From an optimization exercise on the open Yosys and OpenROAD flow, aimed at small area and a short achievable clock period; shortcuts taken in it are not production practice.
Function was checked by simulation only, so behaviour that the tests miss may differ from the original.

==> flow/design.v (outline; a module is shown in full before it is edited, if it fits) <==
// module bbox_axis: 28 lines
// module bbox_extent: 20 lines
// module bbox_snap: 13 lines
// module bbox_cull_a: 1360 lines
// module bbox_cull_b: 246 lines
// module bbox_pipe: 590 lines
// module bbox_top: 89 lines
module bbox_top (
    input  logic               clk,
    input  logic               rst_n,
    input  logic [143:0]       tri_in,
    input  logic               tri_valid,
    input  logic [47:0]        screen,
    input  logic [3:0]         ss_code,
    input  logic               hold,
    output logic [143:0]       out_tri,
    output logic [95:0]        out_box,
    output logic               out_valid
);
  // ...
==> flow/flow/run.sh <==
#!/bin/bash
set -euo pipefail
bash standard.sh SETUP_SLACK_MARGIN=10.5 MATCH_CELL_FOOTPRINT=0 \
  "BUFFER_PORTS_ARGS=-buffer_cell sky130_fd_sc_hd__buf_1" finish > make.log 2>&1
==> flow/standard.sh <==
#!/bin/bash
# synth_recipe.tcl (not shown) runs the flow's synth.tcl, then flattens the netlist and writes it again
# the make line also repeats each setting of config.mk as NAME=value (left out here)
make -C /OpenROAD-flow-scripts/flow DESIGN_CONFIG=/design/flow/config.mk WORK_HOME=/design/flow/orfs CLKGATE_MAP_FILE= SYNTH_SCRIPT=/design/flow/synth_recipe.tcl "${@:-finish}"
==> flow/config.mk <==
export PLATFORM = sky130hd
export DESIGN_NAME = bbox_top
export DESIGN_NICKNAME = bbox_top
export VERILOG_FILES = /design/flow/design.v
export SDC_FILE = /design/flow/constraint.sdc
export NUM_CORES = 4
export LEC_CHECK = 0
export ABC_AREA = 1
export CAP_MARGIN = 20
export CORE_MARGIN = 2
export CORE_UTILIZATION = 55
export SLEW_MARGIN = 40
export TNS_END_PERCENT = 10
==> flow/constraint.sdc <==
create_clock -name core_clock -period 15.0 [get_ports {clk}]
set_input_delay 3.0000 -clock core_clock [delete_from_list [all_inputs] [get_ports {clk}]]
set_output_delay 3.0000 -clock core_clock [all_outputs]
set_load 0.01 [all_outputs]
==> flow_results.org, run 1 <==
** Outcome
- The run finished with no timing, DRC or antenna violations.

** Final layout
- The number of antenna diodes in the final layout is 2.
- Final-stage net count :: 7097
- Post-layout instance area :: ~67000 um2
- Multi-input gates account for around 47% of the area.
- There are 808 flip-flops and latches.
- Non-filler instance count after layout :: 7573
- Registers represent a cell area share of 36.1%.

** Logic synthesis
- Post-synthesis xor/xnor area fraction :: 9.34%
- Yosys warnings :: 2
- Summed over all instances, the cell type with the most area after synthesis is edfxtp_1.
- Summed instance area of the synthesized netlist :: about 61000 um2
- Count of flip-flops with a built-in enable after synthesis :: 802

** Critical path
- Grouping stages by cell kind, the critical path spends the most delay in adder cells.
- Setup crit start kind :: input port
- CP most frequent cell :: a21oi_1

** Hold path
- Min-Delay Path Depth :: 0

** Floorplanning
- The die is 336 um wide.

** Clock tree
- After clock tree synthesis, the clock-pin slew on the worst setup and hold paths is 60 ps.
- In this run, CTS created clock tree buffers numbering 86.

** Placement
- Detailed placement finished with a half-perimeter wire length of 136 mm.
- Prior to clock tree synthesis, the placed netlist has a worst setup slack of 9130 ps.

** Drt
- Post-Route M1 WL :: about 76 mm
- The detailed router finished its first iteration with 4763 violations.

** Timing
- Fin crit share :: 30.2%
- After layout, the worst setup slack is 10470 ps.

** Run
- Max-cap violations in this run came to 0.

** Global route
- GRT overflow :: 0
==> run 2: changes to the inputs <==
--- a/flow/config.mk
+++ b/flow/config.mk
@@ -8,6 +8,6 @@
 export ABC_AREA = 1
 export CAP_MARGIN = 20
 export CORE_MARGIN = 2
-export CORE_UTILIZATION = 55
+export CORE_UTILIZATION = 65
 export SLEW_MARGIN = 40
 export TNS_END_PERCENT = 10
==> run 2 against run 1 <==
  * Still clean
  * Flip-flop and latch count did not move
  * Highest routed layer unchanged
  * Critical endpoint unchanged
  * Synthesized area stayed put
  * Non-clock buffer count grew 1
  * Synthesized cell count unchanged
==> flow_results.org, run 2 <==
** Outcome
- Result of the run :: no timing/DRC/antenna violations (unchanged)

** Hold path
- Hold_sp :: t2_q[25]$_DFFE_PN_ (was t1_q[132]$_DFFE_PN_)
- Path type of the worst min-delay path :: reg2reg (unchanged)

** Drt
- Drt drc :: 0 (unchanged)
- The uppermost signal routing layer after detailed routing is met5 (unchanged).
- The wire length reported by the detailed router is 185 mm (was 190 mm).
- Post-Route M1 WL :: 69.1 mm (was 75.5 mm)
- The routed length per placed instance is 25.1 um (was 25.0 um).
- Detailed Route Iter0 Violations :: 5576 (was 4763)
- The number of antenna-violating nets in the routed design was 0 (unchanged).
- The routed length on met3 came to 26.7 mm (was 25.0 mm).
- The sum of met2 wire segment lengths after detailed routing was 81.1 mm (was 81.0 mm).
- The overall via count from detail_route was 44900 (was 44000).
- The first-pass iteration count of the detailed router is 9 (was 6).
- Routed vias/inst :: 6.11 (was 5.80)

** Floorplanning
- The width of the die is 310 um (was 336 um).
- Die Height :: 310 um (was 336 um)
- Row count :: 112 (was 121)
- The top-level port count was 441 (unchanged).
- The effective utilization at floorplan was 65.4% (was 55.6%).
- Placeable core area :: 92900 um2 (was 109000 um2)
- The overall die area is 95900 um2 (was 113000 um2).

** Critical path
- The family of cells with the greatest summed delay on the critical path was adder cells (unchanged).
- The dominant cell type by count on the critical path was a21oi_1 (unchanged).
- Slowest stage delay, CP :: 400 ps (about the same)
- Critical path launch point :: tri_in[32] (unchanged)
- Buffering stage count on the worst path with inverters included :: 2 (unchanged)
- Reg2reg start :: dy21[15]$_DFFE_PN_ (was dx21[0]$_DFFE_PN_)
- The data required time of the critical path is 15420 ps (about the same).
- Setup crit start kind :: input port (unchanged)
- The type of the worst setup path is in2reg (unchanged).
- CP endpoint kind :: flip-flop (unchanged)
- Critical-path cell list :: buf_1 > inv_1 > ha_1 > a21oi_1 > o21ai_0 > a21oi_1 > nand2_4 > fa_1 > xor2_1 (was buf_1 > inv_1 > ha_1 > a21oi_1 > o21ai_1 > a21oi_1 > nand2_4 > fa_1 > xor2_1)
- The highest net fanout along the worst path is 9 (unchanged).
- Worst-path cell with the longest stage delay :: fa_1 (unchanged)
- The endpoint arrival time on the critical path was 5040 ps (was 4960 ps).

** Clock tree
- CTS Root Cell :: clkbuf_16 (unchanged)
- The clock network latency to the later pin of the worst-skew pair was 700 ps (was 710 ps).
- The clock transition at the registers of the reported paths came to 60 ps (about the same).
- The number of levels in the clock H-tree was 3 (unchanged).
- The clock tree from TritonCTS was built (unchanged).
- Total number of clock tree sinks :: 808 (unchanged)
- Number of CTS-inserted buffers :: 86 (unchanged)
- The number of buffers on the longest clock path came to 3 (unchanged).

** Final layout
- The share of cells above drive strength 1 is 6.72% (was 6.55%).
- The flip-flop count of the largest register after layout came to 182 (unchanged).
- Most used cells in the layout excluding fill and tap cells: 990 x inv_1, 802 x edfxtp_1, 652 x nand2_1, 633 x xor2_1, 604 x fa_1 (was 994 x inv_1, 802 x edfxtp_1, 656 x nand2_1, 633 x xor2_1, 603 x fa_1).
- The area added between synthesis and finish came to 10.8% (was 10.6%).
- The number of nets at the end of the flow came to 7098 (was 7097).
- Commonest non-fill, non-tap cell in the layout :: inv_1 (unchanged)
- The register with the most flip-flops is mid2 (unchanged).
- The final cell utilization of the core was 72.4% (was 61.5%).

** Logic synthesis
- Seq/Total Area, Yosys :: 39.9% (unchanged)
- Mapped Cells :: 5681 (unchanged)
- The number of enable flip-flop cells after synthesis came to 802 (unchanged).
- The yosys synthesis warning count came to 2 (unchanged).
- Post-synth top flop :: edfxtp_1 (unchanged)
- Summed instance area of the synthesized netlist :: 60700 um2 (unchanged)
- Yosys reg bits :: 808 (unchanged)
- The dominant cell by count in the synthesized netlist was inv_1 (unchanged).
- Dominant cells by area after synthesis: edfxtp_1 40%, fa_1 20%, xor2_1 9.1%, inv_1 6.4%, o22ai_1 6.0% (unchanged).
- Area fraction of the dominant cell type after synthesis :: 39.7% (unchanged)
- Most frequent cells after synthesis :: 1034 x inv_1, 802 x edfxtp_1, 674 x nand2_1 (unchanged)
- Synth unique cells :: 54 (unchanged)
- Synth area leader :: edfxtp_1 (unchanged)
- The mean post-synth cell area was 10.7 um2 (unchanged).
- The share of synthesized flip-flops with an asynchronous set or reset was 0.371% (unchanged).

** Global route
- Global Route Usage Sum :: 38.5% (was 33.7%)
- Initial antenna violation count :: 7 (was 6)
- Global-route wire length before repair :: 270 mm (was 279 mm)
- The remaining global-route overflow was 0 (unchanged).
- Largest net degree at the start of global routing :: 72 (was 85)
- Via count of the first global-routing pass :: 43900 (was 43600)

** Timing
- Hold Violations, Final :: 0 (unchanged)
- Fin crit share :: 30.8% (was 30.2%)
- The clock period minus worst slack is 4620 ps (was 4530 ps).
- The slew of the pin with the lowest slew margin was 924 ps (was 897 ps).
- RSZ-0062 raised after global routing :: true (unchanged)
- Final slew viol count :: 0 (unchanged)
- The clock skew after layout was 41.5 ps (was 47.3 ps).
- The maximum achievable frequency came to 216 MHz (was 221 MHz).
- The worst relative slew slack is 38.0% (was 39.9%).
- Number of setup violations in the final report :: 0 (unchanged)

** Placement
- Count of buffers from port buffering :: 424 (unchanged)
- Last weighted congestion value of the routability-driven placer :: 1.01 (was 0.973)
- Detailed placer's ending HPWL :: 132 mm (was 136 mm)

** Run
- Max capacitance violation total :: 0 (unchanged)
## run 2: cell count changes in the layout (fill, tap and decap cells not counted), sizes merged
cell | before | now
bufinv | 7 | 12
clkbuf | 107 | 113
diode | 2 | 4
clkinvlp | 20 | 15
buf | 546 | 541
clkinv | 44 | 45
## run 2: worst paths after layout
path | to | slack [ps] | depth (start not counted)
setup / recovery | dx10[16]$_DFFE_PN_ | 10380 | 9
hold / removal | t3_q[25]$_DFFE_PN_ | 400 | 0
setup reg to reg | mid2[154]$_DFFE_PN_ | 10500 | 14
hold reg to reg | t3_q[25]$_DFFE_PN_ | 400 | 0
max in group asynchronous | v1$_DFFE_PN0N_ | 12750 | 1
min in group asynchronous | v2$_DFFE_PN0N_ | 2100 | 1
## run 2: worst register-to-register path: cells and delay by family (launching register included)
family	cells	cell delay (ps)
buf+inv	6	1250
simple gates	1	100
compound gates	2	300
fa+ha+maj	4	1950
flops	1	400
xor+xnor	1	210
## run 2: routing by layer
layer,GRT usage (%),vias up
met5,0.708,-
met4,14.7,8
met3,15.7,662
met2,57.1,2928
met1,50.8,21800
li1,-,19500
## run 2: area by class of cell
class / instances / area [um2]
tap: 1254 / 1570
fill: 6781 / 25600
clock inverter: 58 / 679
multi-input combinational: 3518 / 31600
clock buffer: 100 / 2230
inverter: 1058 / 4040
timing repair inverter: 1 / 7.51
antenna: 4 / 10.0
sequential: 808 / 24200
timing repair buffer: 554 / 2980
## run 2: repair_timing
item,in CTS,in global routing
setup endpoints to repair,632,440
hold buffers,0,0
resized for setup,53,77
cloned,12,2
pin swaps,3,9
setup buffers,17,18
## run 2: cell families after synthesis
group / synth area share (%)
compound gates: 9.45
simple gates: 7.07
buf+inv: 8.85
other cells: 0.00617
flops: 39.9
fa+ha+maj: 25.4
xor+xnor: 9.34
## run 2: per-stage QoR
stage	cells	cell area [um2]	hold slack, ps	TNS [ps]	worst slack [ps]
2_1_floorplan	5696	60800	400	-265780	-331
6_report	7355	67300	397	0	10380
5_1_grt	7354	67300	399	0	10330
3_5_place_dp	7144	63400	405	0	8750
3_3_place_gp	7139	63200	400	0	8800
4_1_cts	7331	66800	397	0	10420
==> run 3: changes to the inputs <==
==> flow/flow/run.sh (replaced) <==
#!/bin/bash
set -euo pipefail
bash standard.sh SETUP_SLACK_MARGIN=10.8 MATCH_CELL_FOOTPRINT=0 \
  "BUFFER_PORTS_ARGS=-buffer_cell sky130_fd_sc_hd__buf_1" finish > make.log 2>&1
--- a/flow/config.mk
+++ b/flow/config.mk
@@ -8,6 +8,6 @@
 export ABC_AREA = 1
 export CAP_MARGIN = 20
 export CORE_MARGIN = 2
-export CORE_UTILIZATION = 65
+export CORE_UTILIZATION = 55
 export SLEW_MARGIN = 40
 export TNS_END_PERCENT = 10
==> run 3 against run 2 <==
  * Highest routed layer unchanged
  * Critical endpoint is now x2lt0$_DFFE_PN_
  * Wire length is 7.5% higher
  * Cell area is 3.6% higher
  * Die area is 18% higher
  * Synthesized cell count stayed put
  * Global-route usage is 4.4 points lower
  * Sequential share of layout area is 1.2 points lower
  * Clock-buffer cell count stayed put
==> flow_results.org, run 3 <==
** Critical path
- The type of origin of the critical path is an input port (unchanged).
- The data required time of the critical path is 15440 ps (was 15420 ps).
- The type of the worst setup path is in2reg (unchanged).
- The nature of the critical path endpoint is a flip-flop (unchanged).
- Reg2reg start :: dy21[5]$_DFFE_PN_ (was dy21[15]$_DFFE_PN_)
- Arrival time worst endpoint :: 4740 ps (was 5040 ps)
- Worst reg2reg path endpoint :: mid2[30]$_DFFE_PN_ (was mid2[154]$_DFFE_PN_)
- Setup slack on the worst flop-to-flop path :: 10770 ps (was 10500 ps)
- The length in cells of the worst reg-to-reg path is 13 (was 14).
- Highest net fanout along the worst path :: 3 (was 9)

** Timing
- RSZ-0062 raised after global routing: true (unchanged).
- The maximum achievable frequency is 232 MHz (was 216 MHz).
- The number of setup violations in the final report was 0 (unchanged).
- The post-route clock period utilization came to 28.7% (was 30.8%).
- The clock skew after layout was 46.2 ps (was 41.5 ps).
- Final critical delay including setup and external delays :: 4310 ps (was 4620 ps)
- The count of pins over their slew limit was 0 (unchanged).
- The number of failing hold endpoints at the final stage is 0 (unchanged).
- The worst relative slew slack was 43.3% (was 38.0%).
- Transition time at the pin with the least slew margin :: 849 ps (was 924 ps)

** Floorplanning
- The width of the die came to 336 um (was 310 um).
- The top-level port count is 441 (unchanged).
- The effective utilization at floorplan was 55.6% (was 65.4%).
- The standard cell core area was 109000 um2 (was 92900 um2).
- Die Height :: 336 um (was 310 um)
- Row count :: 121 (was 112)
- Die area :: 113000 um2 (was 95900 um2)

** Logic synthesis
- Synth unique cells :: 54 (unchanged)
- Yosys reg bits :: 808 (unchanged)
- The yosys synthesis warning count came to 2 (unchanged).
- Post-synth top flop :: edfxtp_1 (unchanged)
- The share of synthesized flip-flops with an asynchronous set or reset was 0.371% (unchanged).
- Seq/Total Area, Yosys :: 39.9% (unchanged)
- The netlist area before placement came to 60700 um2 (unchanged).
- The largest area contributor in the synthesized netlist is edfxtp_1 (unchanged).
- Dominant cells by area after synthesis :: edfxtp_1 40%, fa_1 20%, xor2_1 9.1%, inv_1 6.4%, o22ai_1 6.0% (unchanged)
- Dominant cell by count in the synthesized netlist :: inv_1 (unchanged)
- Area fraction of the dominant cell type after synthesis :: 39.7% (unchanged)
- Most frequent cells after synthesis :: 1034 x inv_1, 802 x edfxtp_1, 674 x nand2_1 (unchanged)
- The mean post-synth cell area came to 10.7 um2 (unchanged).
- The number of enable flip-flop cells after synthesis was 802 (unchanged).
- The cell count after synthesis came to 5681 (unchanged).

** Placement
- Count of buffers from port buffering :: 424 (unchanged)
- Last weighted congestion value of the routability-driven placer :: 0.973 (was 1.01)
- Post-place instance area :: 63700 um2 (was 63400 um2)
- The HPWL reported at the end of detailed placement came to 136 mm (was 132 mm).

** Clock tree
- The clock tree from TritonCTS was built (unchanged).
- The number of buffers on the longest clock path is 3 (unchanged).
- The clock network latency to the later pin of the worst-skew pair is 710 ps (was 700 ps).
- The number of clock sinks was 808 (unchanged).
- H-tree level count :: 3 (unchanged)
- Number of CTS-inserted buffers :: 86 (unchanged)
- The clock root buffer is clkbuf_16 (unchanged).
- The clock transition at the registers of the reported paths came to 60 ps (about the same).

** Drt
- Routed length on met3 :: 26.0 mm (was 26.7 mm)
- Met2 wire length :: 85.1 mm (was 81.1 mm)
- The number of remaining DRC errors was 0 (unchanged).
- The first-pass iteration count of the detailed router was 8 (was 9).
- Total Wirelength :: 199 mm (was 185 mm)
- Detailed Route Iter0 Violations :: 5331 (was 5576)
- Uppermost layer routed :: met5 (unchanged)
- Count of vias placed by the detailed router :: 45000 (was 44900)
- The detailed-route vias per instance is 5.88 (was 6.11).
- Post-DRT Antenna Nets :: 0 (unchanged)
- Wirelength per Cell :: 26.0 um (was 25.1 um)
- The met1 routed wirelength after detailed routing is 78.0 mm (was 69.1 mm).

** Final layout
- The most common library cell in the layout ignoring fill and taps is inv_1 (unchanged).
- Area overhead of the layout relative to synthesis :: 14.7% (was 10.8%)
- Post-layout instance area :: 69700 um2 (was 67300 um2)
- The register with the most flip-flops was mid2 (unchanged).
- Fill cell instance count of the final layout :: 8791 (was 6781)
- Share of cells above drive strength 1 :: 11.2% (was 6.72%)
- Most used cells in the layout excluding fill and tap cells: 969 x inv_1, 802 x edfxtp_1, 633 x xor2_1, 628 x nand2_1, 595 x fa_1 (was 990 x inv_1, 802 x edfxtp_1, 652 x nand2_1, 633 x xor2_1, 604 x fa_1).
- Final-stage net count :: 7173 (was 7098)
- Max reg flops :: 182 (unchanged)

** Global route
- The wire length of the first global-routing pass is 282 mm (was 270 mm).
- The maximum number of pins on one net before global-route repair is 85 (was 72).
- The global-route usage over all layers came to 34.1% (was 38.5%).
- Via count of the first global-routing pass :: 44000 (was 43900)
- The number of antenna violations at the first check in global routing came to 3 (was 7).
- The remaining global-route overflow was 0 (unchanged).

** Outcome
- Result of the run :: no timing/DRC/antenna violations (unchanged)

** Hold path
- Worst Hold Endpoint :: t2_q[45]$_DFFE_PN_ (was t3_q[25]$_DFFE_PN_)
- The number of cells on the worst hold path is 0 (unchanged).
- Hold_sp :: t1_q[45]$_DFFE_PN_ (was t2_q[25]$_DFFE_PN_)
- The kind of path behind the tightest hold check is reg2reg (unchanged).

** Run
- The max-capacitance violation count is 0 (unchanged).
## run 3: cell types whose count changed in the layout (fill, tap and decap cells not counted), sizes merged
cell	change
clkbuf	+43
buf	+21
clkinvlp	+10
nand2	+9
bufinv	-5
inv	-3
clkinv	-2
diode	-2
nand3	+1
## run 3: final cells by class
class	instances	area, um2	area share (%)
Tap cell	1476	1850	2.65
Timing Repair Buffer	618	4040	5.80
Multi-Input combinational cell	3528	32700	46.9
Clock inverter	57	538	0.772
Sequential cell	808	24200	34.8
Clock buffer	100	2230	3.19
Timing Repair inverter	2	12.5	0.0180
Antenna cell	2	5.00	0.00718
Inverter	1058	4100	5.89
## run 3: metal layers
| metal | global-route usage, % | vias up |
|---|---|---|
| met5 | 0.638 | - |
| met4 | 12.9 | 6 |
| met3 | 12.4 | 609 |
| met2 | 49.8 | 2788 |
| met1 | 46.5 | 22000 |
| li1 | - | 19600 |
## run 3: repair_timing
item / in CTS / in global routing
pin swaps: 30 / 77
hold buffers: 0 / 0
hold endpoints to repair: 0 / 0
cloned: 10 / 23
buffers inserted: 31 / 50
endpoints found under the setup margin: 1136 / 686
gates resized for setup: 214 / 326
## run 3: logic make-up after synthesis
| group | synth area share, % |
|---|---|
| xor+xnor | 9.34 |
| other cells | 0.00617 |
| fa+ha+maj | 25.4 |
| simple gates | 7.07 |
| compound gates | 9.45 |
| buf+inv | 8.85 |
| flops | 39.9 |
## run 3: critical path, cell delays in order
cell and delay [ps]:
buf_1 140, inv_1 130, ha_1 310, nand2_1 80, nor3_4 480, o21ai_2 120, buf_6 170, nand2_4 80
nand4_1 80, nand3_1 80, nand2_1 50
## run 3: worst max-delay path by stage
stage                            from                     to  slack [ps]  depth (start not counted)
6_report                   tri_in[31]        x2lt0$_DFFE_PN_       10690                         11
5_1_grt                    screen[41]     box3[41]$_DFFE_PN_       10630                         13
4_1_cts        box3[64]$_SDFFCE_PP0N_            out_box[64]       10670                          1
3_5_place_dp               tri_in[73]     dx21[16]$_DFFE_PN_        9130                         11
3_3_place_gp               tri_in[38]        x2lt0$_DFFE_PN_        8100                         12
2_1_floorplan                    hold  box3[0]$_SDFFCE_PN0N_        -330                          1
## run 3: per-stage QoR
step | setup WS, ps | setup TNS (ps) | utilization, % | hold slack, ps | cells
detailed placement | 9130 | 0 | 58.3 | 405 | 7376
global placement | 8100 | 0 | 58.2 | 400 | 7374
finish | 10690 | 0 | 63.8 | 398 | 7649
CTS | 10670 | 0 | 61.9 | 398 | 7574
global route | 10630 | 0 | 63.8 | 401 | 7649
floorplan | -331 | -265780 | - | 400 | 5696

-- re-timing with driven ports --
In the flow no input, the clock included, has a driving cell. The finished layouts below were timed again as built, in two steps.
Step 1 assumes that a clkbuf_16 drives the clock port and a buf_2 every other input.
Step 2 moves the port delays by t, midway between the first and last clock arrival at a register: inputs arrive t later, outputs are due t later. That takes back most of the time a late clock gives input paths.
a / b / c = no drivers / after step 1 / after step 2; a / b = the first two.
| run | t (ns) | slack for setup (ns) | clock arrival spread, ns | slew at the worst register clock pin (ns) |
|---|---|---|---|---|
| run 1 | 0.755 | 10.467 / 10.501 / 9.761 | 0.048 / 0.048 | 0.07 / 0.07 |
| run 2 | 0.752 | 10.378 / 10.429 / 9.677 | 0.042 / 0.042 | 0.07 / 0.07 |
| run 3 | 0.756 | 10.695 / 10.628 / 9.981 | 0.047 / 0.048 | 0.07 / 0.07 |
After both steps setup and hold are still met in every run listed. For run 3, which loses most, drivers alone change the setup slack by -0.067 ns; drivers and shift together by -0.714 ns.
